Context: an optimization exercise on an open-source flow, tuned for small area. The choices shown serve that exercise and are no tape-out recipe. Function was checked by simulation only, so behaviour that the tests miss may differ from the original. No activity file was given, so power comes from the tool's default toggle rates.

===== flow/config.mk =====
export PLATFORM = sky130hd
export DESIGN_NAME = programmable_pulse_generator
export DESIGN_NICKNAME = programmable_pulse_generator
export VERILOG_FILES = /design/flow/design.v
export SDC_FILE = /design/flow/constraint.sdc
export NUM_CORES = 4
export LEC_CHECK = 0
export CAP_MARGIN = 20
export CORE_MARGIN = 2
export CORE_UTILIZATION = 40
export CTS_BUF_LIST = sky130_fd_sc_hd__clkbuf_8
export CTS_CLUSTER_SIZE = 20
export SLEW_MARGIN = 20

===== flow/constraint.sdc =====
create_clock -name core_clock -period 5.5 [get_ports {clk}]
set_input_delay 1.1000 -clock core_clock [delete_from_list [all_inputs] [get_ports {clk}]]
set_output_delay 1.1000 -clock core_clock [all_outputs]
set_load 0.01 [all_outputs]

===== flow/design.v =====
package pulse_gen_pkg;
    localparam int DEFAULT_CNT_W = 16;
    localparam logic [1:0] MODE_ONESHOT = 2'b00;
    localparam logic [1:0] MODE_BURST   = 2'b01;
    localparam logic [1:0] MODE_CONT    = 2'b10;
    localparam logic [1:0] MODE_GATED   = 2'b11;
    function automatic logic [DEFAULT_CNT_W-1:0] inc(input logic [DEFAULT_CNT_W-1:0] v);
        logic c;
        c = 1'b1;
        for (int i = 0; i < DEFAULT_CNT_W; i++) begin
            inc[i] = v[i] ^ c;
            c      = c & v[i];
        end
    endfunction
endpackage
module pulse_gen_channel #(
    parameter int CNT_W = pulse_gen_pkg::DEFAULT_CNT_W
) (
    input  logic             clk,
    input  logic             rst,
    input  logic             start,
    input  logic             stop,
    input  logic             gated,
    input  logic             cont,
    input  logic             per_le1,
    input  logic [CNT_W-1:0] nload_cnt,
    input  logic [CNT_W-1:0] nload_pl,
    input  logic [CNT_W-1:0] nwcl,
    input  logic [CNT_W-1:0] nlm1,
    output logic             pulse,
    output logic             busy,
    output logic             done
);
    logic             b, h, lch, gact, sl, cq;
    logic [CNT_W-1:0] ncnt, nhq, nlq, npl;
    logic             idle, cnt_hi0, pl_hi0, phase_end, fin, fire, gfire, rise, kill;
    logic             b_n, h_n, lch_n, gact_n;
    assign idle      = ~b & ~lch;
    assign cnt_hi0   = &ncnt[CNT_W-1:1];
    assign pl_hi0    = &npl[CNT_W-1:2];
    assign phase_end = cnt_hi0 & (ncnt[0] ^ h);
    assign fin       = ~cq & pl_hi0 & npl[1];
    assign rise      = start & sl;
    assign fire      = gact ? (pl_hi0 & npl[0]) : per_le1;
    assign gfire     = idle & gated & start & fire;
    assign kill      = rst | stop;
    logic             s_load, s_inc, s_lq, s_hq, pl_en, pl_step;
    logic [CNT_W-1:0] cnt_inc, pl_inc;
    assign s_load  = idle;
    assign s_inc   = ~idle & ~phase_end;
    assign s_lq    = ~idle & phase_end & h;
    assign s_hq    = ~idle & phase_end & ~h;
    assign pl_en   = idle | (b & h & phase_end);
    assign pl_step = ~idle | (gated & gact);
    assign cnt_inc = pulse_gen_pkg::inc(ncnt);
    assign pl_inc  = pulse_gen_pkg::inc(npl);
    always_comb begin
        if (b) begin
            b_n = ~(h & phase_end & fin);
            h_n = h ? (~phase_end | fin) : phase_end;
        end else if (lch) begin
            b_n = 1'b1;
            h_n = phase_end;
        end else begin
            b_n = gfire;
            h_n = gfire;
        end
    end
    assign lch_n  = idle & ~gated & rise;
    assign gact_n = idle & gated & start & ~fire;
    always_ff @(posedge clk) begin
        if (kill) begin
            b    <= 1'b0;
            h    <= 1'b0;
            lch  <= 1'b0;
            gact <= 1'b0;
        end else begin
            b    <= b_n;
            h    <= h_n;
            lch  <= lch_n;
            gact <= gact_n;
        end
        sl <= ~start & ~rst;
        ncnt <= ({CNT_W{s_load}} & nload_cnt) | ({CNT_W{s_inc}} & cnt_inc)
              | ({CNT_W{s_lq}} & nlq) | ({CNT_W{s_hq}} & nhq);
        if (idle) begin
            nhq <= nwcl;
            nlq <= nlm1;
            cq  <= cont;
        end
        if (pl_en) npl <= pl_step ? pl_inc : nload_pl;
    end
    assign pulse = b & h;
    assign busy  = b;
    assign done  = ~b & h;
endmodule
module programmable_pulse_generator #(
    parameter int NUM_CH = 4,
    parameter int CNT_W  = pulse_gen_pkg::DEFAULT_CNT_W
) (
    input  logic              clk,
    input  logic              rst,
    input  logic [NUM_CH-1:0] start,
    input  logic [NUM_CH-1:0] stop,
    input  logic [1:0]        mode,
    input  logic [CNT_W-1:0]  delay_cfg,
    input  logic [CNT_W-1:0]  width_cfg,
    input  logic [CNT_W-1:0]  period_cfg,
    input  logic [CNT_W-1:0]  count_cfg,
    output logic [NUM_CH-1:0] pulse,
    output logic [NUM_CH-1:0] busy,
    output logic [NUM_CH-1:0] done
);
    logic             gated, cont, per_le1;
    logic [CNT_W-1:0] wcl, lm1, load_cnt, load_pl;
    logic [CNT_W:0]   lc;
    assign gated   = (mode == pulse_gen_pkg::MODE_GATED);
    assign cont    = (mode == pulse_gen_pkg::MODE_CONT);
    assign per_le1 = (period_cfg[CNT_W-1:1] == '0);
    assign wcl = {width_cfg[CNT_W-1:1], width_cfg[0] | (width_cfg == '0)};
    assign lc = {1'b0, period_cfg} + {1'b0, ~wcl};
    assign lm1 = lc[CNT_W] ? lc[CNT_W-1:0] : '0;
    assign load_cnt = gated ? wcl : delay_cfg;
    assign load_pl  = gated ? period_cfg
                    : ((mode == pulse_gen_pkg::MODE_BURST) ? count_cfg : '0);
    for (genvar i = 0; i < NUM_CH; i++) begin : g_ch
        pulse_gen_channel #(
            .CNT_W(CNT_W)
        ) u_ch (
            .clk      (clk),
            .rst      (rst),
            .start    (start[i]),
            .stop     (stop[i]),
            .gated    (gated),
            .cont     (cont),
            .per_le1  (per_le1),
            .nload_cnt(~load_cnt),
            .nload_pl (~load_pl),
            .nwcl     (~wcl),
            .nlm1     (~lm1),
            .pulse    (pulse[i]),
            .busy     (busy[i]),
            .done     (done[i])
        );
    end
endmodule

===== flow/run.sh =====
#!/bin/bash
# synth_recipe.tcl (not shown) runs the flow's synth.tcl, then flattens the netlist and writes it again
# the make line also repeats each setting of config.mk as NAME=value (left out here)
make -C /OpenROAD-flow-scripts/flow DESIGN_CONFIG=/design/flow/config.mk WORK_HOME=/design/flow/orfs CLKGATE_MAP_FILE= SYNTH_SCRIPT=/design/flow/synth_recipe.tcl finish

==> notes.md, run 1 <==
# TYPE chip_impl_metric gauge
chip_impl_metric{name="postSynthNetCount",unit=""} 1442
chip_impl_metric{name="number_of_global_route_vias_before_repair",unit=""} 9418
chip_impl_metric{name="die_width",unit="microns"} 189
chip_impl_metric{name="crit_path_setup_slack_layout",unit="ps"} 1200
chip_impl_metric{name="power.static_leakage",unit="nW"} 6.36
chip_impl_metric{name="clk_lat_worst_skew",unit="ps"} 570
chip_impl_metric{name="synth_async_sr_flop_share",unit="%"} 0
chip_impl_metric{name="remaining_drc_errors",unit=""} 0
chip_impl_metric{name="cts-root-to-sink-buffers",unit=""} 3
chip_impl_info{name="main_area_contributors_after_synthesis",value="sky130_fd_sc_hd__edfxtp_1 43%, sky130_fd_sc_hd__dfxtp_1 12%, sky130_fd_sc_hd__ha_1 12%"} 1
chip_impl_metric{name="post_cts.resized_instances",unit=""} 0
chip_impl_metric{name="floorplan.rows",unit=""} 67
chip_impl_metric{name="wirelength_met1",unit="microns"} 17300
chip_impl_info{name="synth_flop_cell",value="sky130_fd_sc_hd__edfxtp_1"} 1
chip_impl_metric{name="post_synth.cell_area_avg",unit="sq um"} 11.1
chip_impl_metric{name="vias",unit=""} 9724
chip_impl_metric{name="io_buffer_count",unit=""} 87
chip_impl_metric{name="cts-buffers-inserted",unit=""} 48
chip_impl_metric{name="met3RoutedLength",unit="microns"} 2260
chip_impl_metric{name="wl_per_cell",unit="microns"} 19.6
chip_impl_info{name="run_status",value="finished clean"} 1
chip_impl_metric{name="cts_hold_repair.buffers",unit=""} 0
chip_impl_metric{name="yosys.area_share.xor_xnor",unit="%"} 1.34
chip_impl_metric{name="met2WireLength",unit="microns"} 15600
chip_impl_metric{name="area_fraction_in_compound_gates_after_synthesis",unit="%"} 13.7
chip_impl_info{name="worst_hold_path_type",value="reg -> reg"} 1
chip_impl_info{name="grt_setup_unrepaired",value="no"} 1
chip_impl_metric{name="antenna_violating_nets_post_route",unit=""} 0
chip_impl_info{name="cts_tree",value="yes"} 1
chip_impl_metric{name="min_delay_path_depth",unit=""} 2
chip_impl_metric{name="overflow",unit=""} 0
chip_impl_metric{name="design.final.nets",unit=""} 1531
chip_impl_metric{name="synthDominantCellAreaShare",unit="%"} 42.8
chip_impl_metric{name="die_span_y",unit="microns"} 189
chip_impl_metric{name="synth_area",unit="sq um"} 13700
chip_impl_metric{name="wirelength",unit="microns"} 35600
chip_impl_metric{name="final_period_minus_worst_setup_slack",unit="ps"} 4300
chip_impl_metric{name="drv.max_cap_violation_count",unit=""} 0
chip_impl_metric{name="ys_warn_count",unit=""} 1
chip_impl_metric{name="tns",unit="ps"} 0
chip_impl_metric{name="place_inst",unit=""} 1724
chip_impl_metric{name="timing.critical_path.required",unit="ps"} 5850
chip_impl_metric{name="count_of_pins_over_their_slew_limit",unit=""} 0
chip_impl_metric{name="syn_inst",unit=""} 1237
chip_impl_metric{name="finalNonFillerCells",unit=""} 1815
chip_impl_metric{name="worstRegToRegCells",unit=""} 17
chip_impl_info{name="cts-root-buf",value="sky130_fd_sc_hd__clkbuf_8"} 1
chip_impl_info{name="r2r_start",value="g_ch[2].u_ch.npl[0]"} 1
chip_impl_metric{name="crit_path_max_fanout",unit=""} 15
chip_impl_metric{name="drt_via_density",unit=""} 5.36
chip_impl_metric{name="clock-sinks",unit=""} 280
chip_impl_metric{name="pre_cts_ws",unit="ps"} 571
chip_impl_metric{name="global_route_wire_length_before_repair",unit="microns"} 55000
chip_impl_metric{name="core_area",unit="sq um"} 33700
chip_impl_metric{name="max_freq",unit="MHz"} 232
chip_impl_metric{name="worst_clock_skew",unit="ps"} 16.9
chip_impl_metric{name="place_congestion",unit=""} 0.853
chip_impl_metric{name="yosys.cell_types.count",unit=""} 65
chip_impl_metric{name="clk_transition_reported_paths",unit="ps"} 60
chip_impl_metric{name="synth.mux.area_fraction",unit="%"} 1.68
chip_impl_info{name="setup.worst_path.end_class",value="flip-flop"} 1
chip_impl_metric{name="worst_ir_drop_vdd",unit="uV"} 146
chip_impl_metric{name="synth_enable_flop_cells",unit=""} 196
chip_impl_metric{name="area_share_of_fa_ha_maj_cells_after_synthesis",unit="%"} 11.8
chip_impl_metric{name="min_period_over_period",unit="%"} 78.2
chip_impl_metric{name="yosys_register_bits",unit=""} 280
chip_impl_info{name="holdCritStartpoint",value="g_ch[1].u_ch.sl"} 1
chip_impl_info{name="setup.worst_path.class",value="in -> reg"} 1
chip_impl_metric{name="area_growth",unit="%"} 16.3
chip_impl_info{name="start_kind",value="primary input"} 1
chip_impl_metric{name="number_of_antenna_violations_at_the_first_check_in_global_routing",unit=""} 1
chip_impl_metric{name="synth.yosys.seq_area_share",unit="%"} 55.1
chip_impl_metric{name="worst_slew_margin_rel",unit="%"} 33.5
chip_impl_metric{name="power_per_cell_area",unit="nW/um^2"} 311
chip_impl_info{name="leading_cell_type_in_the_layout_fill_and_taps_excluded",value="sky130_fd_sc_hd__edfxtp_1"} 1
chip_impl_metric{name="post_route_cells_drive_above_1_share",unit="%"} 8.42
chip_impl_info{name="crit-reg2reg-capture",value="g_ch[2].u_ch.npl[15]"} 1
chip_impl_metric{name="starting_density_of_the_core",unit="%"} 40.8
chip_impl_info{name="synth_top_family_by_area",value="compound AO/OA/AOI/OAI gates"} 1
chip_impl_info{name="hold_end",value="g_ch[1].u_ch.lch"} 1
chip_impl_info{name="maxUsedRoutingLayer",value="met4"} 1
chip_impl_metric{name="setup.reg_to_reg.worst_slack",unit="ps"} 1870
chip_impl_metric{name="pin_count_of_the_biggest_net_entering_global_routing",unit=""} 56
chip_impl_metric{name="tritonroute_pass_1_iters",unit=""} 5
chip_impl_metric{name="io_pins",unit=""} 88
chip_impl_info{name="synth_largest_area_cell",value="sky130_fd_sc_hd__edfxtp_1"} 1
chip_impl_metric{name="setup_viol",unit=""} 0
chip_impl_metric{name="grt_use_total",unit="%"} 20.0
chip_impl_metric{name="timing_worst_slew_pin_value",unit="ps"} 987
chip_impl_metric{name="synth_simple_gate_area_share",unit="%"} 13.3
chip_impl_metric{name="worstPathArrival",unit="ps"} 4650
chip_impl_metric{name="die-area",unit="sq um"} 35800
chip_impl_metric{name="report.final.hold_viol_count",unit=""} 0
chip_impl_metric{name="htree_num_levels",unit=""} 2
chip_impl_metric{name="cts_post_setup_buffers_inserted",unit=""} 0
chip_impl_metric{name="drt_iter0_drc",unit=""} 801
chip_impl_info{name="mostFrequentLayoutCells",value="196 x sky130_fd_sc_hd__edfxtp_1, 151 x sky130_fd_sc_hd__a21oi_1, 128 x sky130_fd_sc_hd__ha_1, 126 x sky130_fd_sc_hd__nor2_1, 90 x sky130_fd_sc_hd__nand2_1"} 1
chip_impl_metric{name="dp_hpwl",unit="microns"} 27000
flip-flops by register name, summed over array words and instances (netlist names):
| name | flops |
|---|---|
| g_ch.u_ch.ncnt | 64 |
| g_ch.u_ch.nhq | 64 |
| g_ch.u_ch.nlq | 64 |
| g_ch.u_ch.npl | 64 |
| g_ch.u_ch.b | 4 |
| g_ch.u_ch.cq | 4 |
| g_ch.u_ch.gact | 4 |
| g_ch.u_ch.h | 4 |
| g_ch.u_ch.lch | 4 |
| g_ch.u_ch.sl | 4 |
critical path, stage by stage:
cell                              delay (ps)
sky130_fd_sc_hd__clkdlybuf4s50_1         420
sky130_fd_sc_hd__nor4_1                  610
sky130_fd_sc_hd__a41oi_1                 230
sky130_fd_sc_hd__buf_4                   220
sky130_fd_sc_hd__ha_1                    230
sky130_fd_sc_hd__fa_1                    430
sky130_fd_sc_hd__a211oi_1                280
sky130_fd_sc_hd__o21bai_1                150
sky130_fd_sc_hd__o2bb2ai_1               140
sky130_fd_sc_hd__buf_4                   150
sky130_fd_sc_hd__o21ai_0                  70
sky130_fd_sc_hd__a21o_1                  350
sky130_fd_sc_hd__o211ai_1                250
per-stage QoR:
stage	utilization, %	hold slack (ps)	total power [W]	cell area, sq um
5_1_grt	47.4	442	0.00519	16000
2_1_floorplan	-	395	0.00291	13700
3_3_place_gp	44.6	404	0.00315	15000
6_report	47.4	415	0.00497	16000
3_5_place_dp	44.6	404	0.00316	15000
4_1_cts	47.4	417	0.00500	16000
power by group:
| group | switching, W | internal [W] | leakage (nW) |
|---|---|---|---|
| Sequential | 0.000121 | 0.00248 | 2.61 |
| Combinational | 0.000290 | 0.000223 | 3.19 |
| Clock | 0.000837 | 0.00101 | 0.554 |
how the worst max path moves through the flow:
stage	start	endpoint	depth (start not counted)
after floorplan	width_cfg[7]	g_ch[0].u_ch.nlq[10]	11
after global placement	width_cfg[11]	g_ch[0].u_ch.nlq[4]	13
after detailed placement	width_cfg[11]	g_ch[1].u_ch.nlq[4]	13
after CTS	width_cfg[11]	g_ch[1].u_ch.nlq[4]	13
after global routing	width_cfg[11]	g_ch[1].u_ch.nlq[4]	13
final	width_cfg[11]	g_ch[1].u_ch.nlq[4]	13
cells by family after synthesis:
kind of cell / after synthesis
mux: 23
compound gates: 315
buf+inv: 91
fa+ha+maj: 129
xor+xnor: 21
simple gates: 378
flops: 280
final cells by class:
type / count / area (sq um)
Multi-Input combinational cell: 866 / 5780
Sequential cell: 280 / 7570
Antenna cell: 1 / 2.50
Clock buffer: 52 / 716
Fill cell: 3168 / 17700
Tap cell: 448 / 561
Inverter: 22 / 82.6
Timing Repair Buffer: 108 / 1030
Clock inverter: 38 / 239
synthesized netlist by cell type (all sizes together) (3+ instances only):
cell type and number:
o21a 3, a22oi 14, nand2b 3, edfxtp 196
nand4 25, dfxtp 84, o22ai 3, nand2 90
xor2 15, a21oi 156, o211ai 18, a211oi 10
or2 6, ha 128, or3b 3, nor2b 25
buf 31, inv 22, xnor2 6, nor3 10
nand3 30, or4 3, a211o 17, and3 36
a21o 9, nor2 128, clkbuf 38, and2 3
o21ai 64, nor4 9, o31ai 3, a22o 3
mux2i 23, a2111oi 3
per-layer routing:
metal | track usage, % | vias up
met5 | 0 | -
met4 | 4.29 | 0
met3 | 3.47 | 33
met2 | 30.4 | 273
met1 | 29.9 | 4622
li1 | - | 4796
==> run 2, diff against run 1 <==
--- a/flow/config.mk
+++ b/flow/config.mk
@@ -9,5 +9,3 @@
 export CORE_MARGIN = 2
 export CORE_UTILIZATION = 40
-export CTS_BUF_LIST = sky130_fd_sc_hd__clkbuf_8
-export CTS_CLUSTER_SIZE = 20
 export SLEW_MARGIN = 20
==> run 2 against run 1 <==
Critical endpoint unchanged. Sequential share of layout area barely moved. First-iteration DRC count rose by 4.2%. Sequential power barely moved. Synthesized cell count did not move. Combinational power barely moved. Core utilization barely moved. Via count fell by 1.4%. Fmax fell by 0.14%. Register-to-register slack barely moved. Sequential cell count did not move. Die area did not move.
==> notes.md, run 2 <==
# TYPE chip_impl_metric gauge
chip_impl_info{name="run_status",value="finished clean"} 1
chip_impl_metric{name="number_of_global_route_vias_before_repair",unit=""} 9261
chip_impl_metric{name="synth.yosys.seq_area_share",unit="%"} 55.1
chip_impl_metric{name="vias",unit=""} 9585
chip_impl_info{name="leading_cell_type_in_the_layout_fill_and_taps_excluded",value="sky130_fd_sc_hd__edfxtp_1"} 1
chip_impl_metric{name="cts-buffers-inserted",unit=""} 29
chip_impl_info{name="worst_hold_path_type",value="reg -> reg"} 1
chip_impl_metric{name="drv.max_cap_violation_count",unit=""} 0
chip_impl_metric{name="htree_num_levels",unit=""} 1
chip_impl_info{name="grt_setup_unrepaired",value="no"} 1
chip_impl_metric{name="worst_ir_drop_vdd",unit="uV"} 259
chip_impl_info{name="cts_tree",value="yes"} 1
chip_impl_metric{name="power.static_leakage",unit="nW"} 6.27
chip_impl_metric{name="drt_iter0_drc",unit=""} 835
chip_impl_info{name="setup.worst_path.end_class",value="flip-flop"} 1
chip_impl_metric{name="worst_clock_skew",unit="ps"} 11.2
chip_impl_info{name="synth.cells.most_frequent",value="196 x sky130_fd_sc_hd__edfxtp_1, 156 x sky130_fd_sc_hd__a21oi_1, 128 x sky130_fd_sc_hd__ha_1"} 1
chip_impl_metric{name="starting_density_of_the_core",unit="%"} 40.8
chip_impl_metric{name="postSynthNetCount",unit=""} 1442
chip_impl_metric{name="place_congestion",unit=""} 0.853
chip_impl_metric{name="final_period_minus_worst_setup_slack",unit="ps"} 4310
chip_impl_info{name="setup.worst_path.class",value="in -> reg"} 1
chip_impl_info{name="synth_largest_area_cell",value="sky130_fd_sc_hd__edfxtp_1"} 1
chip_impl_metric{name="worst_slew_margin_rel",unit="%"} 34.8
chip_impl_metric{name="antenna_violating_nets_post_route",unit=""} 0
chip_impl_metric{name="die-area",unit="sq um"} 35800
chip_impl_metric{name="cts_post_setup_buffers_inserted",unit=""} 0
chip_impl_metric{name="setup_viol",unit=""} 0
chip_impl_metric{name="diodes",unit=""} 0
chip_impl_metric{name="setup.reg_to_reg.worst_slack",unit="ps"} 1880
chip_impl_info{name="synth_flop_cell",value="sky130_fd_sc_hd__edfxtp_1"} 1
chip_impl_info{name="post-synth-top-count-cell",value="sky130_fd_sc_hd__edfxtp_1"} 1
chip_impl_metric{name="met3RoutedLength",unit="microns"} 2250
chip_impl_metric{name="timing_worst_slew_pin_value",unit="ps"} 968
chip_impl_metric{name="overflow",unit=""} 0
chip_impl_metric{name="die_width",unit="microns"} 189
chip_impl_metric{name="post_synth.cell_area_avg",unit="sq um"} 11.1
chip_impl_metric{name="cts_hold_repair.buffers",unit=""} 0
chip_impl_metric{name="clock-sinks",unit=""} 280
chip_impl_metric{name="io_pins",unit=""} 88
chip_impl_metric{name="dp_hpwl",unit="microns"} 27000
chip_impl_info{name="cts-root-buf",value="sky130_fd_sc_hd__clkbuf_16"} 1
chip_impl_metric{name="number_of_antenna_violations_at_the_first_check_in_global_routing",unit=""} 1
chip_impl_metric{name="tritonroute_pass_1_iters",unit=""} 5
chip_impl_metric{name="global_route_wire_length_before_repair",unit="microns"} 55000
chip_impl_metric{name="count_of_pins_over_their_slew_limit",unit=""} 0
chip_impl_metric{name="yosys.cell_types.count",unit=""} 65
chip_impl_metric{name="ys_warn_count",unit=""} 1
chip_impl_metric{name="tns",unit="ps"} 0
chip_impl_metric{name="worstPathArrival",unit="ps"} 4640
chip_impl_metric{name="power_per_cell_area",unit="nW/um^2"} 319
chip_impl_metric{name="crit_path_max_fanout",unit=""} 15
chip_impl_metric{name="design.final.nets",unit=""} 1512
chip_impl_metric{name="synthDominantCellAreaShare",unit="%"} 42.8
chip_impl_info{name="maxUsedRoutingLayer",value="met4"} 1
chip_impl_metric{name="synth_async_sr_flop_share",unit="%"} 0
chip_impl_metric{name="synth_enable_flop_cells",unit=""} 196
chip_impl_metric{name="syn_inst",unit=""} 1237
chip_impl_metric{name="pin_count_of_the_biggest_net_entering_global_routing",unit=""} 56
chip_impl_metric{name="remaining_drc_errors",unit=""} 0
chip_impl_metric{name="min_period_over_period",unit="%"} 78.3
chip_impl_metric{name="pre_cts_ws",unit="ps"} 571
chip_impl_metric{name="clk_lat_worst_skew",unit="ps"} 550
chip_impl_metric{name="max_freq",unit="MHz"} 232
chip_impl_metric{name="post_route_cells_drive_above_1_share",unit="%"} 7.22
chip_impl_metric{name="wirelength_met1",unit="microns"} 17300
chip_impl_metric{name="report.final.hold_viol_count",unit=""} 0
chip_impl_metric{name="synth_area",unit="sq um"} 13700
chip_impl_metric{name="clk_transition_reported_paths",unit="ps"} 60
chip_impl_metric{name="wirelength",unit="microns"} 35700
chip_impl_metric{name="area_growth",unit="%"} 16.3
chip_impl_metric{name="cts-root-to-sink-buffers",unit=""} 3
chip_impl_info{name="main_area_contributors_after_synthesis",value="sky130_fd_sc_hd__edfxtp_1 43%, sky130_fd_sc_hd__dfxtp_1 12%, sky130_fd_sc_hd__ha_1 12%"} 1
chip_impl_metric{name="crit_path_setup_slack_layout",unit="ps"} 1190
chip_impl_metric{name="timing.critical_path.required",unit="ps"} 5830
chip_impl_metric{name="floorplan.rows",unit=""} 67
chip_impl_metric{name="core_area",unit="sq um"} 33700
chip_impl_metric{name="yosys_register_bits",unit=""} 280
chip_impl_metric{name="io_buffer_count",unit=""} 87
chip_impl_metric{name="drt_via_density",unit=""} 5.39
chip_impl_metric{name="grt_use_total",unit="%"} 19.9
chip_impl_info{name="mostFrequentLayoutCells",value="196 x sky130_fd_sc_hd__edfxtp_1, 151 x sky130_fd_sc_hd__a21oi_1, 128 x sky130_fd_sc_hd__ha_1, 126 x sky130_fd_sc_hd__nor2_1, 90 x sky130_fd_sc_hd__nand2_1"} 1
chip_impl_metric{name="met2WireLength",unit="microns"} 15700
chip_impl_metric{name="wl_per_cell",unit="microns"} 20.1
chip_impl_info{name="start_kind",value="primary input"} 1
chip_impl_metric{name="die_span_y",unit="microns"} 189
chip_impl_metric{name="post_cts.resized_instances",unit=""} 0
[run 2: logic make-up (layout without fill, tap and decap cells)]
group	Yosys count	in the layout	share of synthesized area, %
mux	23	23	1.68
xor+xnor	21	21	1.34
flops	280	280	55.1
buf+inv	91	183	3.11
fa+ha+maj	129	129	11.8
simple gates	378	378	13.3
compound gates	315	315	13.7
[run 2: final timing paths]
path | cells after the start | start | to
setup reg to reg | 17 | g_ch[2].u_ch.npl[0] | g_ch[2].u_ch.npl[15]
hold / removal | 2 | g_ch[3].u_ch.sl | g_ch[3].u_ch.lch
setup / recovery | 13 | width_cfg[11] | g_ch[1].u_ch.nlq[4]
hold reg to reg | 2 | g_ch[3].u_ch.sl | g_ch[3].u_ch.lch
[run 2: per-layer routing]
layer	GRT usage, %	up-vias
met5	0	-
met2	30.7	249
li1	-	4749
met1	29.9	4555
met4	3.01	0
met3	3.02	32
[run 2: critical path: stages]
cell	delay, ps
sky130_fd_sc_hd__clkdlybuf4s50_1	420
sky130_fd_sc_hd__nor4_1	600
sky130_fd_sc_hd__a41oi_1	230
sky130_fd_sc_hd__buf_4	220
sky130_fd_sc_hd__ha_1	230
sky130_fd_sc_hd__fa_1	430
sky130_fd_sc_hd__a211oi_1	280
sky130_fd_sc_hd__o21bai_1	150
sky130_fd_sc_hd__o2bb2ai_1	140
sky130_fd_sc_hd__buf_4	150
sky130_fd_sc_hd__o21ai_0	70
sky130_fd_sc_hd__a21o_1	350
sky130_fd_sc_hd__o211ai_1	250
[run 2: cell type report]
type                       count  area, sq um
multi-input combinational    866         5780
fill                        3146        17700
clock buffer                  37          797
inverter                      22         82.6
tap                          448          561
timing repair buffer         108         1030
clock inverter                16          163
sequential                   280         7570
[run 2: power by group]
| part | leakage [nW] | internal, W | switching (W) |
|---|---|---|---|
| sequential | 2.61 | 0.00248 | 0.000121 |
| clock | 0.467 | 0.00116 | 0.000818 |
| combinational | 3.19 | 0.000223 | 0.000291 |
[run 2: through the flow]
step	cell area [sq um]	hold slack, ps	util, %	total power, W	std cells
6_report	16000	412	47.4	0.00510	1777
5_1_grt	16000	441	47.4	0.00530	1777
4_1_cts	16000	412	47.4	0.00512	1777
3_5_place_dp	15000	404	44.6	0.00316	1724
3_3_place_gp	15000	404	44.6	0.00315	1724
2_1_floorplan	13700	395	-	0.00291	1237
==> run 3, diff against run 2 <==
--- a/flow/config.mk
+++ b/flow/config.mk
@@ -9,3 +9,6 @@
 export CORE_MARGIN = 2
 export CORE_UTILIZATION = 40
+export CTS_BUF_LIST = sky130_fd_sc_hd__clkbuf_16
+export CTS_CLUSTER_DIAMETER = 80
+export CTS_CLUSTER_SIZE = 30
 export SLEW_MARGIN = 20
==> run 3 against run 2 <==
Die area unchanged. Non-clock buffer count unchanged. Area after synthesis unchanged. Final area decreased by 3.0%. Critical path depth unchanged. Critical path type unchanged. Clock skew increased by 18 ps. Cell count decreased by 1.6%. Sequential power about the same. Fmax decreased by 1.3%. Clock-buffer cell count decreased by 22. Register-to-register slack got worse by 30 ps.
==> notes.md, run 3 <==
# TYPE chip_impl_metric gauge
chip_impl_info{name="run_status",value="finished clean"} 1
chip_impl_info{name="mostFrequentLayoutCells",value="196 x sky130_fd_sc_hd__edfxtp_1, 151 x sky130_fd_sc_hd__a21oi_1, 128 x sky130_fd_sc_hd__ha_1, 126 x sky130_fd_sc_hd__nor2_1, 90 x sky130_fd_sc_hd__nand2_1"} 1
chip_impl_metric{name="crit_path_setup_slack_layout",unit="ps"} 1140
chip_impl_metric{name="count_of_pins_over_their_slew_limit",unit=""} 0
chip_impl_metric{name="power_per_cell_area",unit="nW/um^2"} 283
chip_impl_info{name="cpMaxStageDelayCell",value="sky130_fd_sc_hd__nor4_1"} 1
chip_impl_metric{name="cts_post_setup_buffers_inserted",unit=""} 0
chip_impl_metric{name="net-switching-power",unit="W"} 0.00115
chip_impl_metric{name="clk_transition_reported_paths",unit="ps"} 120
chip_impl_metric{name="power.static_leakage",unit="nW"} 6.05
chip_impl_metric{name="die_width",unit="microns"} 189
chip_impl_metric{name="htree_num_levels",unit=""} 1
chip_impl_metric{name="die-area",unit="sq um"} 35800
chip_impl_metric{name="tns",unit="ps"} 0
chip_impl_info{name="start_kind",value="primary input"} 1
chip_impl_metric{name="cts-root-to-sink-buffers",unit=""} 3
chip_impl_metric{name="starting_density_of_the_core",unit="%"} 40.8
chip_impl_metric{name="die_span_y",unit="microns"} 189
chip_impl_metric{name="synth.yosys.seq_area_share",unit="%"} 55.1
chip_impl_metric{name="finalHoldWorstSlack",unit="ps"} 421
chip_impl_metric{name="critical_path.n_buffers_inverters",unit=""} 3
chip_impl_info{name="synth_largest_area_cell",value="sky130_fd_sc_hd__edfxtp_1"} 1
chip_impl_info{name="worst_hold_path_type",value="reg -> reg"} 1
chip_impl_metric{name="drv.max_cap_violation_count",unit=""} 0
chip_impl_info{name="cp_top_family",value="compound AO/OA/AOI/OAI gates"} 1
chip_impl_metric{name="area_share_of_fa_ha_maj_cells_after_synthesis",unit="%"} 11.8
chip_impl_metric{name="internal_power",unit="W"} 0.00324
chip_impl_info{name="cts_tree",value="yes"} 1
chip_impl_info{name="setup.worst_path.end_class",value="flip-flop"} 1
chip_impl_metric{name="grt_use_total",unit="%"} 19.7
chip_impl_metric{name="yosys_register_bits",unit=""} 280
chip_impl_metric{name="ys_warn_count",unit=""} 1
chip_impl_metric{name="setup_viol",unit=""} 0
chip_impl_metric{name="pin_count_of_the_biggest_net_entering_global_routing",unit=""} 56
chip_impl_metric{name="post_route_cells_drive_above_1_share",unit="%"} 5.76
chip_impl_metric{name="synth_enable_flop_cells",unit=""} 196
chip_impl_metric{name="final_design_area_no_fill",unit="sq um"} 15500
chip_impl_metric{name="wirelength",unit="microns"} 35200
chip_impl_metric{name="wl_per_cell",unit="microns"} 20.1
chip_impl_metric{name="overflow",unit=""} 0
chip_impl_metric{name="area_growth",unit="%"} 12.9
chip_impl_metric{name="antenna_violating_nets_post_route",unit=""} 0
chip_impl_info{name="worst_setup_path_startpoint",value="width_cfg[11]"} 1
chip_impl_metric{name="worst-path-stages",unit=""} 13
chip_impl_metric{name="cts_hold_repair.buffers",unit=""} 0
chip_impl_metric{name="timing.critical_path.required",unit="ps"} 5790
chip_impl_info{name="synth_top_family_by_area",value="compound AO/OA/AOI/OAI gates"} 1
chip_impl_metric{name="dp_hpwl",unit="microns"} 27000
chip_impl_metric{name="synth.mux.area_fraction",unit="%"} 1.68
chip_impl_metric{name="final_period_minus_worst_setup_slack",unit="ps"} 4360
chip_impl_metric{name="postSynthNetCount",unit=""} 1442
chip_impl_info{name="cp_cell_sequence",value="clkdlybuf4s50_1 > nor4_1 > a41oi_1 > buf_4 > ha_1 > fa_1 > a211oi_1 > o21bai_1 > o2bb2ai_1 > buf_4 > o21ai_0 > a21o_1 > o211ai_1"} 1
chip_impl_metric{name="share_of_power_burned_in_the_clock_network",unit="%"} 29.1
chip_impl_info{name="cts-root-buf",value="sky130_fd_sc_hd__clkbuf_16"} 1
chip_impl_metric{name="design.final.nets",unit=""} 1498
chip_impl_metric{name="diodes",unit=""} 0
chip_impl_metric{name="io_buffer_count",unit=""} 87
chip_impl_metric{name="number_of_global_route_vias_before_repair",unit=""} 9145
chip_impl_metric{name="worstRegToRegCells",unit=""} 17
chip_impl_metric{name="clk_lat_worst_skew",unit="ps"} 510
chip_impl_info{name="cp_common_cell",value="sky130_fd_sc_hd__buf_4"} 1
chip_impl_metric{name="core_area",unit="sq um"} 33700
chip_impl_metric{name="drt_via_density",unit=""} 5.42
chip_impl_info{name="leading_cell_type_in_the_layout_fill_and_taps_excluded",value="sky130_fd_sc_hd__edfxtp_1"} 1
chip_impl_metric{name="setup.reg_to_reg.worst_slack",unit="ps"} 1850
chip_impl_info{name="crit-reg2reg-capture",value="g_ch[3].u_ch.npl[15]"} 1
chip_impl_metric{name="synth_area",unit="sq um"} 13700
chip_impl_metric{name="synth_async_sr_flop_share",unit="%"} 0
chip_impl_metric{name="drt_iter0_drc",unit=""} 797
chip_impl_metric{name="floorplan.rows",unit=""} 67
chip_impl_info{name="grt_setup_unrepaired",value="no"} 1
chip_impl_metric{name="comb_power_share",unit="%"} 11.7
chip_impl_info{name="synth_flop_cell",value="sky130_fd_sc_hd__edfxtp_1"} 1
chip_impl_metric{name="synth_simple_gate_area_share",unit="%"} 13.3
chip_impl_metric{name="post_cts.resized_instances",unit=""} 0
chip_impl_metric{name="number_of_antenna_violations_at_the_first_check_in_global_routing",unit=""} 1
chip_impl_info{name="synth.cells.most_frequent",value="196 x sky130_fd_sc_hd__edfxtp_1, 156 x sky130_fd_sc_hd__a21oi_1, 128 x sky130_fd_sc_hd__ha_1"} 1
chip_impl_metric{name="pre_cts_ws",unit="ps"} 571
chip_impl_metric{name="worst_ir_drop_vdd",unit="uV"} 188
chip_impl_metric{name="area_fraction_in_compound_gates_after_synthesis",unit="%"} 13.7
chip_impl_metric{name="io_pins",unit=""} 88
chip_impl_metric{name="remaining_drc_errors",unit=""} 0
chip_impl_metric{name="synthDominantCellAreaShare",unit="%"} 42.8
chip_impl_metric{name="syn_inst",unit=""} 1237
chip_impl_metric{name="max_stage_delay",unit="ps"} 600
chip_impl_metric{name="cts-buffers-inserted",unit=""} 15
chip_impl_info{name="crit_path_end",value="g_ch[1].u_ch.nlq[4]"} 1
chip_impl_metric{name="worst_clock_skew",unit="ps"} 29.4
chip_impl_info{name="r2r_start",value="g_ch[3].u_ch.npl[0]"} 1
chip_impl_metric{name="report.final.hold_viol_count",unit=""} 0
chip_impl_info{name="main_area_contributors_after_synthesis",value="sky130_fd_sc_hd__edfxtp_1 43%, sky130_fd_sc_hd__dfxtp_1 12%, sky130_fd_sc_hd__ha_1 12%"} 1
chip_impl_metric{name="min_period_over_period",unit="%"} 79.3
chip_impl_metric{name="yosys.cell_types.count",unit=""} 65
chip_impl_metric{name="worstPathArrival",unit="ps"} 4650
chip_impl_metric{name="worst_slew_margin_rel",unit="%"} 35.8
chip_impl_metric{name="post_placement_cell_area",unit="sq um"} 15000
chip_impl_metric{name="max_freq",unit="MHz"} 229
chip_impl_metric{name="clock-sinks",unit=""} 280
chip_impl_metric{name="crit_path_max_fanout",unit=""} 15
chip_impl_info{name="post-synth-top-count-cell",value="sky130_fd_sc_hd__edfxtp_1"} 1
chip_impl_metric{name="place_congestion",unit=""} 0.853
chip_impl_metric{name="vias",unit=""} 9476
chip_impl_metric{name="tritonroute_pass_1_iters",unit=""} 4
chip_impl_metric{name="post_synth.cell_area_avg",unit="sq um"} 11.1
chip_impl_metric{name="yosys.area_share.xor_xnor",unit="%"} 1.34
chip_impl_metric{name="global_route_wire_length_before_repair",unit="microns"} 54400
chip_impl_metric{name="timing_worst_slew_pin_value",unit="ps"} 954
chip_impl_metric{name="power.sequential.fraction",unit="%"} 59.2
chip_impl_metric{name="power.share.switching",unit="%"} 26.2
chip_impl_info{name="setup.worst_path.class",value="in -> reg"} 1
-- run 3: cell type report --
cell class | count | area, sq um
Fill cell | 3203 | 18200
Sequential cell | 280 | 7570
Multi-Input combinational cell | 866 | 5780
Timing Repair Buffer | 108 | 1030
Tap cell | 448 | 561
Clock buffer | 15 | 375
Clock inverter | 10 | 109
Inverter | 22 | 82.6
-- run 3: logic make-up after synthesis --
| family | count (synthesis) |
|---|---|
| AO/OA/AOI/OAI | 315 |
| XOR/XNOR | 21 |
| adder cells (fa/ha/maj) | 129 |
| buffers and inverters | 91 |
| flip-flops | 280 |
| multiplexers | 23 |
| AND/OR/NAND/NOR | 378 |
-- run 3: worst min path at each step --
stage / start / end / slack (ps) / cells after the start
6_report: g_ch[3].u_ch.sl / g_ch[3].u_ch.lch / 420 / 2
3_5_place_dp: g_ch[3].u_ch.sl / g_ch[3].u_ch.lch / 400 / 2
4_1_cts: g_ch[3].u_ch.sl / g_ch[3].u_ch.lch / 420 / 2
3_3_place_gp: g_ch[0].u_ch.sl / g_ch[0].u_ch.lch / 400 / 2
5_1_grt: g_ch[3].u_ch.sl / g_ch[3].u_ch.lch / 460 / 2
2_1_floorplan: g_ch[0].u_ch.sl / g_ch[0].u_ch.lch / 400 / 2
-- run 3: power by group through the flow --
stage | Sequential [W] | Combinational (W) | Clock, W
3_3_place_gp | 0.00264 | 0.000506 | 0
4_1_cts | 0.00260 | 0.000517 | 0.00130
3_5_place_dp | 0.00264 | 0.000516 | 0
2_1_floorplan | 0.00258 | 0.000330 | 0
5_1_grt | 0.00262 | 0.000591 | 0.00138
6_report | 0.00260 | 0.000514 | 0.00128
-- run 3: worst reg2reg max path: cells and delay by family, from the launching register on --
family	cells	cell delay (ps)
adders and majority gates	14	2650
DFF	1	430
xor gates and xnor gates	1	140
and+or+nand+nor	1	90
AOI/OAI and AO/OA	1	50
-- run 3: layer usage --
metal  vias to the layer above  GRT usage (%)  share of wire (%)
met4                         0           2.74               0.89
met3                        24           3.00                5.7
met5                         -              0                  0
met2                       221           30.3                 44
li1                       4694              -                  -
met1                      4537           30.0                 50
-- run 3: stage by stage --
| stage | power [W] | utilization [%] | std cells |
|---|---|---|---|
| floorplan | 0.00291 | - | 1237 |
| detailed placement | 0.00316 | 44.6 | 1724 |
| global route | 0.00458 | 46.0 | 1749 |
| global placement | 0.00315 | 44.6 | 1724 |
| finish | 0.00439 | 46.0 | 1749 |
| CTS | 0.00441 | 46.0 | 1749 |
==> run 4, diff against run 3 <==
--- a/flow/config.mk
+++ b/flow/config.mk
@@ -11,4 +11,4 @@
 export CTS_BUF_LIST = sky130_fd_sc_hd__clkbuf_16
 export CTS_CLUSTER_DIAMETER = 80
-export CTS_CLUSTER_SIZE = 30
+export CTS_CLUSTER_SIZE = 25
 export SLEW_MARGIN = 20
==> run 4 against run 3 <==
Still clean on timing, DRC and antenna. Core utilization increased by 0.056 points. Sequential power is essentially flat. Critical path depth unchanged. Area after synthesis did not move. Non-clock buffer count did not move. Global-route usage hardly changed. Cell count rose by 0.17%. Synthesized cell count stayed put. Clock-buffer cell count up 2. Largest cell class unchanged. Highest routed layer unchanged.
==> notes.md, run 4 <==
# TYPE chip_impl_metric gauge
chip_impl_info{name="run_status",value="finished clean"} 1
chip_impl_metric{name="final_period_minus_worst_setup_slack",unit="ps"} 4400
chip_impl_metric{name="min_period_over_period",unit="%"} 80.0
chip_impl_metric{name="grt_use_total",unit="%"} 19.7
chip_impl_metric{name="wl_per_cell",unit="microns"} 20.2
chip_impl_metric{name="die_width",unit="microns"} 189
chip_impl_metric{name="count_of_pins_over_their_slew_limit",unit=""} 0
chip_impl_metric{name="htree_num_levels",unit=""} 1
chip_impl_metric{name="remaining_drc_errors",unit=""} 0
chip_impl_metric{name="cts-root-to-sink-buffers",unit=""} 3
chip_impl_metric{name="area_fraction_in_compound_gates_after_synthesis",unit="%"} 13.7
chip_impl_info{name="cts_tree",value="yes"} 1
chip_impl_metric{name="number_of_antenna_violations_at_the_first_check_in_global_routing",unit=""} 1
chip_impl_metric{name="timing.critical_path.required",unit="ps"} 5790
chip_impl_metric{name="post_synth.cell_area_avg",unit="sq um"} 11.1
chip_impl_info{name="holdCritStartpoint",value="g_ch[3].u_ch.sl"} 1
chip_impl_metric{name="floorplan.rows",unit=""} 67
chip_impl_metric{name="core_area",unit="sq um"} 33700
chip_impl_metric{name="synth.yosys.seq_area_share",unit="%"} 55.1
chip_impl_metric{name="crit_path_setup_slack_layout",unit="ps"} 1100
chip_impl_metric{name="max_freq",unit="MHz"} 227
chip_impl_metric{name="drt_iter0_drc",unit=""} 753
chip_impl_info{name="hold_end",value="g_ch[3].u_ch.lch"} 1
chip_impl_metric{name="global_route_wire_length_before_repair",unit="microns"} 54500
chip_impl_metric{name="power.static_leakage",unit="nW"} 6.08
chip_impl_metric{name="overflow",unit=""} 0
chip_impl_metric{name="io_buffer_count",unit=""} 87
chip_impl_info{name="synth_largest_area_cell",value="sky130_fd_sc_hd__edfxtp_1"} 1
chip_impl_metric{name="post_cts.resized_instances",unit=""} 0
chip_impl_metric{name="cts_hold_repair.buffers",unit=""} 0
chip_impl_metric{name="synth_simple_gate_area_share",unit="%"} 13.3
chip_impl_metric{name="clk_lat_worst_skew",unit="ps"} 510
chip_impl_metric{name="worstRegToRegCells",unit=""} 17
chip_impl_metric{name="wirelength",unit="microns"} 35300
chip_impl_metric{name="starting_density_of_the_core",unit="%"} 40.8
chip_impl_metric{name="antenna_violating_nets_post_route",unit=""} 0
chip_impl_info{name="setup.worst_path.class",value="in -> reg"} 1
chip_impl_info{name="cts-root-buf",value="sky130_fd_sc_hd__clkbuf_16"} 1
chip_impl_metric{name="worst_ir_drop_vdd",unit="uV"} 179
chip_impl_info{name="synth.cells.most_frequent",value="196 x sky130_fd_sc_hd__edfxtp_1, 156 x sky130_fd_sc_hd__a21oi_1, 128 x sky130_fd_sc_hd__ha_1"} 1
chip_impl_metric{name="min_delay_path_depth",unit=""} 2
chip_impl_metric{name="yosys_register_bits",unit=""} 280
chip_impl_metric{name="number_of_global_route_vias_before_repair",unit=""} 9126
chip_impl_metric{name="vias",unit=""} 9534
chip_impl_info{name="r2r_start",value="g_ch[3].u_ch.npl[0]"} 1
chip_impl_metric{name="die-area",unit="sq um"} 35800
chip_impl_info{name="crit-reg2reg-capture",value="g_ch[3].u_ch.npl[15]"} 1
chip_impl_info{name="main_area_contributors_after_synthesis",value="sky130_fd_sc_hd__edfxtp_1 43%, sky130_fd_sc_hd__dfxtp_1 12%, sky130_fd_sc_hd__ha_1 12%"} 1
chip_impl_metric{name="place_congestion",unit=""} 0.853
chip_impl_metric{name="clk_transition_reported_paths",unit="ps"} 100
chip_impl_metric{name="layout.filler_cells",unit=""} 3195
chip_impl_metric{name="synth.mux.area_fraction",unit="%"} 1.68
chip_impl_info{name="synth_top_family_by_area",value="compound AO/OA/AOI/OAI gates"} 1
chip_impl_metric{name="die_span_y",unit="microns"} 189
chip_impl_metric{name="clock-sinks",unit=""} 280
chip_impl_info{name="post-synth-top-count-cell",value="sky130_fd_sc_hd__edfxtp_1"} 1
chip_impl_metric{name="setup_viol",unit=""} 0
chip_impl_metric{name="worst_slew_margin_rel",unit="%"} 34.4
chip_impl_metric{name="tns",unit="ps"} 0
chip_impl_info{name="setup.worst_path.end_class",value="flip-flop"} 1
chip_impl_metric{name="finalHoldWorstSlack",unit="ps"} 417
chip_impl_metric{name="syn_inst",unit=""} 1237
chip_impl_metric{name="drv.max_cap_violation_count",unit=""} 0
chip_impl_metric{name="synth_async_sr_flop_share",unit="%"} 0
chip_impl_metric{name="area_growth",unit="%"} 13.0
chip_impl_metric{name="synth_enable_flop_cells",unit=""} 196
chip_impl_info{name="worst_hold_path_type",value="reg -> reg"} 1
chip_impl_metric{name="setup.reg_to_reg.worst_slack",unit="ps"} 1860
chip_impl_metric{name="yosys.area_share.xor_xnor",unit="%"} 1.34
chip_impl_metric{name="synth_area",unit="sq um"} 13700
chip_impl_metric{name="yosys.cell_types.count",unit=""} 65
chip_impl_metric{name="post_route_cells_drive_above_1_share",unit="%"} 5.75
chip_impl_metric{name="pin_count_of_the_biggest_net_entering_global_routing",unit=""} 56
chip_impl_metric{name="cts_post_setup_buffers_inserted",unit=""} 0
chip_impl_metric{name="pre_cts_ws",unit="ps"} 571
chip_impl_metric{name="dp_hpwl",unit="microns"} 27000
chip_impl_metric{name="synthDominantCellAreaShare",unit="%"} 42.8
chip_impl_metric{name="ys_warn_count",unit=""} 1
chip_impl_info{name="synth_flop_cell",value="sky130_fd_sc_hd__edfxtp_1"} 1
chip_impl_metric{name="worst_clock_skew",unit="ps"} 19.8
chip_impl_metric{name="diodes",unit=""} 0
chip_impl_metric{name="worstPathArrival",unit="ps"} 4690
chip_impl_metric{name="drt_via_density",unit=""} 5.44
chip_impl_info{name="grt_setup_unrepaired",value="no"} 1
chip_impl_metric{name="postSynthNetCount",unit=""} 1442
chip_impl_metric{name="io_pins",unit=""} 88
chip_impl_info{name="mostFrequentLayoutCells",value="196 x sky130_fd_sc_hd__edfxtp_1, 151 x sky130_fd_sc_hd__a21oi_1, 128 x sky130_fd_sc_hd__ha_1, 126 x sky130_fd_sc_hd__nor2_1, 90 x sky130_fd_sc_hd__nand2_1"} 1
chip_impl_metric{name="timing_worst_slew_pin_value",unit="ps"} 974
chip_impl_metric{name="report.final.hold_viol_count",unit=""} 0
chip_impl_metric{name="tritonroute_pass_1_iters",unit=""} 5
chip_impl_metric{name="cts-buffers-inserted",unit=""} 16
chip_impl_metric{name="crit_path_max_fanout",unit=""} 15
chip_impl_metric{name="design.final.nets",unit=""} 1499
chip_impl_info{name="worst_setup_path_startpoint",value="width_cfg[11]"} 1
chip_impl_metric{name="power_per_cell_area",unit="nW/um^2"} 285
chip_impl_metric{name="area_share_of_fa_ha_maj_cells_after_synthesis",unit="%"} 11.8
chip_impl_info{name="leading_cell_type_in_the_layout_fill_and_taps_excluded",value="sky130_fd_sc_hd__edfxtp_1"} 1
chip_impl_info{name="start_kind",value="primary input"} 1
## run 4: cell types whose count changed in the layout (fill, tap and decap cells not counted)
cell                        previous run  this run
sky130_fd_sc_hd__clkinv_2              2         1
sky130_fd_sc_hd__inv_12                1         0
sky130_fd_sc_hd__inv_6                 1         0
sky130_fd_sc_hd__inv_1                20        23
sky130_fd_sc_hd__clkbuf_16            15        17
sky130_fd_sc_hd__clkinv_16             1         0
sky130_fd_sc_hd__inv_8                 1         2
sky130_fd_sc_hd__inv_4                 0         1
## run 4: cell type report
class / count / area [sq um] / area share [%]
clock buffer: 17 / 425 / 2.74
clock inverter: 11 / 77.6 / 0.500
inverter: 22 / 82.6 / 0.532
multi-input combinational: 866 / 5780 / 37.2
sequential: 280 / 7570 / 48.7
tap: 448 / 561 / 3.61
timing repair buffer: 108 / 1030 / 6.63
## run 4: worst max-delay path by stage
stage | to
after floorplan | g_ch[0].u_ch.nlq[10]
after global placement | g_ch[0].u_ch.nlq[4]
after detailed placement | g_ch[1].u_ch.nlq[4]
after CTS | g_ch[1].u_ch.nlq[4]
after global routing | g_ch[0].u_ch.nlq[7]
final | g_ch[1].u_ch.nlq[4]
## run 4: cell families (layout without fill, tap and decap cells)
kind of cell             count (synthesis)  count (layout)
AND/OR/NAND/NOR                        378             378
flip-flops                             280             280
multiplexers                            23              23
XOR/XNOR                                21              21
adder cells (fa/ha/maj)                129             129
buffers and inverters                   91             158
AO/OA/AOI/OAI                          315             315
## run 4: through the flow
step | instances | total power [W] | util, % | cell area (sq um)
after floorplan | 1237 | 0.00291 | - | 13700
after global placement | 1724 | 0.00315 | 44.6 | 15000
after detailed placement | 1724 | 0.00316 | 44.6 | 15000
after CTS | 1752 | 0.00444 | 46.1 | 15500
after global routing | 1752 | 0.00460 | 46.1 | 15500
final | 1752 | 0.00442 | 46.1 | 15500
## run 4: metal layers
layer	share of wire [%]	vias to the layer above	GRT usage (%)
met1	50	4583	30.0
li1	-	4705	-
met5	0	-	0
met2	44	224	30.3
met3	5.5	22	2.80
met4	0.94	0	2.89
## run 4: critical path: stages
cell and delay [ps]:
sky130_fd_sc_hd__clkdlybuf4s50_1 420, sky130_fd_sc_hd__nor4_1 630, sky130_fd_sc_hd__a41oi_1 240, sky130_fd_sc_hd__buf_4 230
sky130_fd_sc_hd__ha_1 230, sky130_fd_sc_hd__fa_1 430, sky130_fd_sc_hd__a211oi_1 280, sky130_fd_sc_hd__o21bai_1 150
sky130_fd_sc_hd__o2bb2ai_1 140, sky130_fd_sc_hd__buf_4 150, sky130_fd_sc_hd__o21ai_0 70, sky130_fd_sc_hd__a21o_1 350
sky130_fd_sc_hd__o211ai_1 260
## run 4: power breakdown
part           internal, W  switching (W)
registers          0.00248       0.000121
clock network     0.000584       0.000724
logic             0.000223       0.000291
==> run 5, diff against run 4 <==
==> flow/flow/run.sh (new file) <==
#!/bin/bash
# Standard layout, with the smallest buffer on every input and output port.
set -euo pipefail
export BUFFER_PORTS_ARGS="-buffer_cell sky130_fd_sc_hd__buf_1"
bash standard.sh > standard_flow.log 2>&1
==> flow/standard.sh (new file) <==
#!/bin/bash
# synth_recipe.tcl (not shown) runs the flow's synth.tcl, then flattens the netlist and writes it again
# the make line also repeats each setting of config.mk as NAME=value (left out here)
make -C /OpenROAD-flow-scripts/flow DESIGN_CONFIG=/design/flow/config.mk WORK_HOME=/design/flow/orfs CLKGATE_MAP_FILE= SYNTH_SCRIPT=/design/flow/synth_recipe.tcl "${@:-finish}"
removed: flow/run.sh
==> run 5 against run 4 <==
Combinational power shrank 7.0%. Via count is essentially flat. Total power is 0.39% lower. Wire length decreased by 0.82%. Die area stayed put. Clock power about the same. Critical path type unchanged.
==> notes.md, run 5 <==
# TYPE chip_impl_metric gauge
chip_impl_metric{name="antenna_violating_nets_post_route",unit=""} 0
chip_impl_metric{name="count_of_pins_over_their_slew_limit",unit=""} 0
chip_impl_metric{name="area_fraction_in_compound_gates_after_synthesis",unit="%"} 13.7
chip_impl_metric{name="htree_num_levels",unit=""} 1
chip_impl_metric{name="cts-root-to-sink-buffers",unit=""} 3
chip_impl_metric{name="synth_area",unit="sq um"} 13700
chip_impl_metric{name="overflow",unit=""} 0
chip_impl_metric{name="area_growth",unit="%"} 9.07
chip_impl_metric{name="setup_viol",unit=""} 0
chip_impl_metric{name="ys_warn_count",unit=""} 1
chip_impl_metric{name="number_of_global_route_vias_before_repair",unit=""} 9171
chip_impl_metric{name="gr-usage-met2",unit="%"} 29.3
chip_impl_metric{name="postSynthNetCount",unit=""} 1442
chip_impl_metric{name="seqCellArea",unit="sq um"} 7570
chip_impl_metric{name="dp_hpwl",unit="microns"} 26800
chip_impl_info{name="cp_top_family",value="compound AO/OA/AOI/OAI gates"} 1
chip_impl_metric{name="clk_lat_worst_skew",unit="ps"} 510
chip_impl_metric{name="grt_use_met1",unit="%"} 30.4
chip_impl_metric{name="setup.reg_to_reg.worst_slack",unit="ps"} 1810
chip_impl_metric{name="starting_density_of_the_core",unit="%"} 40.8
chip_impl_metric{name="timing_worst_slew_pin_value",unit="ps"} 1100
chip_impl_metric{name="core_area",unit="sq um"} 33700
chip_impl_metric{name="design.final.nets",unit=""} 1497
chip_impl_metric{name="synth.mux.area_fraction",unit="%"} 1.68
chip_impl_metric{name="synth.yosys.seq_area_share",unit="%"} 55.1
chip_impl_metric{name="post_cts.resized_instances",unit=""} 0
chip_impl_info{name="post-synth-top-count-cell",value="sky130_fd_sc_hd__edfxtp_1"} 1
chip_impl_metric{name="layout.filler_cells",unit=""} 3219
chip_impl_metric{name="synth_simple_gate_area_share",unit="%"} 13.3
chip_impl_metric{name="remaining_drc_errors",unit=""} 0
chip_impl_info{name="main_area_contributors_after_synthesis",value="sky130_fd_sc_hd__edfxtp_1 43%, sky130_fd_sc_hd__dfxtp_1 12%, sky130_fd_sc_hd__ha_1 12%"} 1
chip_impl_info{name="start_kind",value="primary input"} 1
chip_impl_metric{name="crit_path_max_fanout",unit=""} 15
chip_impl_metric{name="cts_hold_repair.buffers",unit=""} 0
chip_impl_metric{name="post_route_cells_drive_above_1_share",unit="%"} 5.45
chip_impl_metric{name="synthDominantCellAreaShare",unit="%"} 42.8
chip_impl_info{name="worst_setup_path_startpoint",value="width_cfg[13]"} 1
chip_impl_metric{name="yosys_register_bits",unit=""} 280
chip_impl_metric{name="syn_inst",unit=""} 1237
chip_impl_metric{name="number_of_antenna_violations_at_the_first_check_in_global_routing",unit=""} 0
chip_impl_metric{name="worstPathArrival",unit="ps"} 4780
chip_impl_info{name="synth.cells.most_frequent",value="196 x sky130_fd_sc_hd__edfxtp_1, 156 x sky130_fd_sc_hd__a21oi_1, 128 x sky130_fd_sc_hd__ha_1"} 1
chip_impl_metric{name="synth_enable_flop_cells",unit=""} 196
chip_impl_metric{name="die_width",unit="microns"} 189
chip_impl_metric{name="global_route_wire_length_before_repair",unit="microns"} 54200
chip_impl_metric{name="timing.critical_path.required",unit="ps"} 5800
chip_impl_metric{name="grt_use_total",unit="%"} 19.6
chip_impl_metric{name="place_inst",unit=""} 1722
chip_impl_metric{name="wl_per_cell",unit="microns"} 20.0
chip_impl_metric{name="final_period_minus_worst_setup_slack",unit="ps"} 4490
chip_impl_metric{name="die-area",unit="sq um"} 35800
chip_impl_metric{name="vias",unit=""} 9531
chip_impl_metric{name="worst_ir_drop_vdd",unit="uV"} 209
chip_impl_info{name="cp_cell_sequence",value="buf_1 > nor4_1 > a41oi_1 > ha_1 > fa_1 > a211oi_1 > o21bai_1 > o2bb2ai_1 > o21ai_0 > a21o_1 > o211ai_1"} 1
chip_impl_metric{name="worst_clock_skew",unit="ps"} 20.6
chip_impl_metric{name="io_buffer_count",unit=""} 87
chip_impl_info{name="holdCritStartpoint",value="g_ch[0].u_ch.sl"} 1
chip_impl_info{name="cpMaxStageDelayCell",value="sky130_fd_sc_hd__nor4_1"} 1
chip_impl_metric{name="clock-sinks",unit=""} 280
chip_impl_info{name="worst_hold_path_type",value="reg -> reg"} 1
chip_impl_metric{name="diodes",unit=""} 0
chip_impl_metric{name="tns",unit="ps"} 0
chip_impl_metric{name="yosys.cell_types.count",unit=""} 65
chip_impl_metric{name="place_congestion",unit=""} 0.845
chip_impl_metric{name="post_synth.cell_area_avg",unit="sq um"} 11.1
chip_impl_metric{name="drt_via_density",unit=""} 5.45
chip_impl_info{name="synth_largest_area_cell",value="sky130_fd_sc_hd__edfxtp_1"} 1
chip_impl_metric{name="wirelength",unit="microns"} 35000
chip_impl_metric{name="max_stage_delay",unit="ps"} 590
chip_impl_metric{name="globalRouteMet3Util",unit="%"} 1.98
chip_impl_info{name="leading_cell_type_in_the_layout_fill_and_taps_excluded",value="sky130_fd_sc_hd__edfxtp_1"} 1
chip_impl_info{name="setup.worst_path.end_class",value="flip-flop"} 1
chip_impl_metric{name="cts-buffers-inserted",unit=""} 16
chip_impl_metric{name="area_share_of_fa_ha_maj_cells_after_synthesis",unit="%"} 11.8
chip_impl_info{name="grt_setup_unrepaired",value="no"} 1
chip_impl_metric{name="worst_slew_margin_rel",unit="%"} 26.7
chip_impl_info{name="setup.worst_path.class",value="in -> reg"} 1
chip_impl_metric{name="io_pins",unit=""} 88
chip_impl_metric{name="finalNonFillerCells",unit=""} 1750
chip_impl_metric{name="critical_path.n_buffers_inverters",unit=""} 1
chip_impl_info{name="cts_tree",value="yes"} 1
chip_impl_metric{name="power_per_cell_area",unit="nW/um^2"} 294
chip_impl_metric{name="pin_count_of_the_biggest_net_entering_global_routing",unit=""} 52
chip_impl_info{name="run_status",value="finished clean"} 1
chip_impl_metric{name="drt_iter0_drc",unit=""} 820
chip_impl_metric{name="multiInputGateArea",unit="sq um"} 5790
chip_impl_metric{name="die_span_y",unit="microns"} 189
chip_impl_info{name="r2r_start",value="g_ch[3].u_ch.npl[0]"} 1
chip_impl_info{name="gr-max-usage-layer",value="met1"} 1
chip_impl_info{name="synth_top_family_by_area",value="compound AO/OA/AOI/OAI gates"} 1
chip_impl_info{name="synth_flop_cell",value="sky130_fd_sc_hd__edfxtp_1"} 1
chip_impl_metric{name="floorplan.rows",unit=""} 67
chip_impl_info{name="cts-root-buf",value="sky130_fd_sc_hd__clkbuf_16"} 1
chip_impl_metric{name="power.static_leakage",unit="nW"} 5.84
chip_impl_info{name="mostFrequentLayoutCells",value="196 x sky130_fd_sc_hd__edfxtp_1, 152 x sky130_fd_sc_hd__a21oi_1, 128 x sky130_fd_sc_hd__ha_1, 126 x sky130_fd_sc_hd__nor2_1, 90 x sky130_fd_sc_hd__nand2_1"} 1
chip_impl_metric{name="min_period_over_period",unit="%"} 81.6
chip_impl_metric{name="clk_transition_reported_paths",unit="ps"} 100
chip_impl_metric{name="yosys.area_share.xor_xnor",unit="%"} 1.34
chip_impl_metric{name="drv.max_cap_violation_count",unit=""} 0
chip_impl_metric{name="max_freq",unit="MHz"} 223
chip_impl_metric{name="report.final.hold_viol_count",unit=""} 0
chip_impl_metric{name="cts_post_setup_buffers_inserted",unit=""} 0
chip_impl_metric{name="tritonroute_pass_1_iters",unit=""} 5
chip_impl_metric{name="synth_async_sr_flop_share",unit="%"} 0
chip_impl_metric{name="total_power_after_layout",unit="W"} 0.00440
-- run 5: cell types whose count changed in the layout (fill, tap and decap cells not counted), moves of 2 or more --
cell / before / now
sky130_fd_sc_hd__buf_1: 0 / 87
sky130_fd_sc_hd__clkdlybuf4s50_1: 87 / 0
sky130_fd_sc_hd__a21oi_2: 5 / 3
sky130_fd_sc_hd__buf_4: 21 / 19
-- run 5: cells by family after synthesis --
logic type | Yosys count
AO/OA/AOI/OAI | 315
XOR/XNOR | 21
adder cells (fa/ha/maj) | 129
buffers and inverters | 91
flip-flops | 280
multiplexers | 23
AND/OR/NAND/NOR | 378
-- run 5: worst paths after layout --
kind / to / cells after the start
setup / recovery: g_ch[1].u_ch.nlq[4] / 11
hold / removal: g_ch[0].u_ch.lch / 2
setup reg to reg: g_ch[3].u_ch.npl[15] / 17
hold reg to reg: g_ch[0].u_ch.lch / 2
-- run 5: routing by layer --
| layer | up-vias | wire length [microns] | share of wire, % |
|---|---|---|---|
| li1 | 4682 | - | - |
| met1 | 4545 | 17300 | 49 |
| met4 | 0 | 658 | 1.9 |
| met3 | 37 | 2100 | 6.0 |
| met2 | 267 | 15000 | 43 |
| met5 | - | 0 | 0 |
-- run 5: worst reg2reg max path, stage by stage (launching register included) --
cell and delay [ps]:
sky130_fd_sc_hd__edfxtp_1 430, sky130_fd_sc_hd__ha_1 270, sky130_fd_sc_hd__ha_1 220, sky130_fd_sc_hd__ha_1 190, sky130_fd_sc_hd__ha_1 180, sky130_fd_sc_hd__ha_1 180, sky130_fd_sc_hd__ha_1 180, sky130_fd_sc_hd__ha_1 180
sky130_fd_sc_hd__ha_1 190, sky130_fd_sc_hd__ha_1 190, sky130_fd_sc_hd__ha_1 180, sky130_fd_sc_hd__ha_1 210, sky130_fd_sc_hd__ha_1 190, sky130_fd_sc_hd__ha_1 180, sky130_fd_sc_hd__ha_1 180, sky130_fd_sc_hd__xor2_1 140
sky130_fd_sc_hd__nor2_1 90, sky130_fd_sc_hd__a21oi_1 40
-- run 5: area by class of cell --
cell class	instances	area share, %
timing repair buffer	106	3.13
multi-input combinational	866	38.6
sequential	280	50.5
clock buffer	18	3.01
tap	448	3.74
clock inverter	10	0.451
inverter	22	0.551
-- run 5: power by group --
group	switching [W]	total (W)	leakage (nW)	internal, W
logic	0.000291	0.000477	2.96	0.000186
registers	0.000124	0.00260	2.61	0.00248
clock network	0.000712	0.00132	0.274	0.000611
total	0.00113	0.00440	5.84	0.00328
-- run 5: stage by stage --
stage	hold WS, ps	util (%)	area (sq um)	setup WS [ps]
3_3_place_gp	402	42.9	14500	577
3_5_place_dp	403	42.9	14500	427
6_report	418	44.5	15000	1010
5_1_grt	442	44.5	15000	676
2_1_floorplan	395	-	13700	1810
4_1_cts	418	44.5	15000	928

## what the ideal ports hide
How much do the figures lean on ideal ports? The routed layouts below were timed once more, with nothing changed but the port constraints.
Step 1 assumes that a clkbuf_16 drives the clock port and a buf_2 every other input.
Step 2 adds t to the input delays and takes it off the output delays; t is the mean of the earliest and latest rising clock arrival at the registers after step 1. Input paths then give back, and output paths get back, about the clock's delay inside the block.
Three values: ideal ports, drivers, drivers and shift; two values: the first two.
run	t (ns)	slack for setup (ns)	clock arrival spread, ns
run 1	0.610	1.198 / 1.224 / 0.614	0.017 / 0.018
run 2	0.592	1.193 / 1.223 / 0.631	0.014 / 0.014
run 3	0.553	1.137 / 1.168 / 0.615	0.030 / 0.030
run 4	0.554	1.099 / 1.129 / 0.575	0.020 / 0.020
run 5	0.548	1.015 / 1.044 / 0.496	0.027 / 0.027
After both steps every run listed still meets setup and hold. For run 1, which loses most, drivers alone change the setup slack by +0.026 ns; drivers and shift together by -0.584 ns.
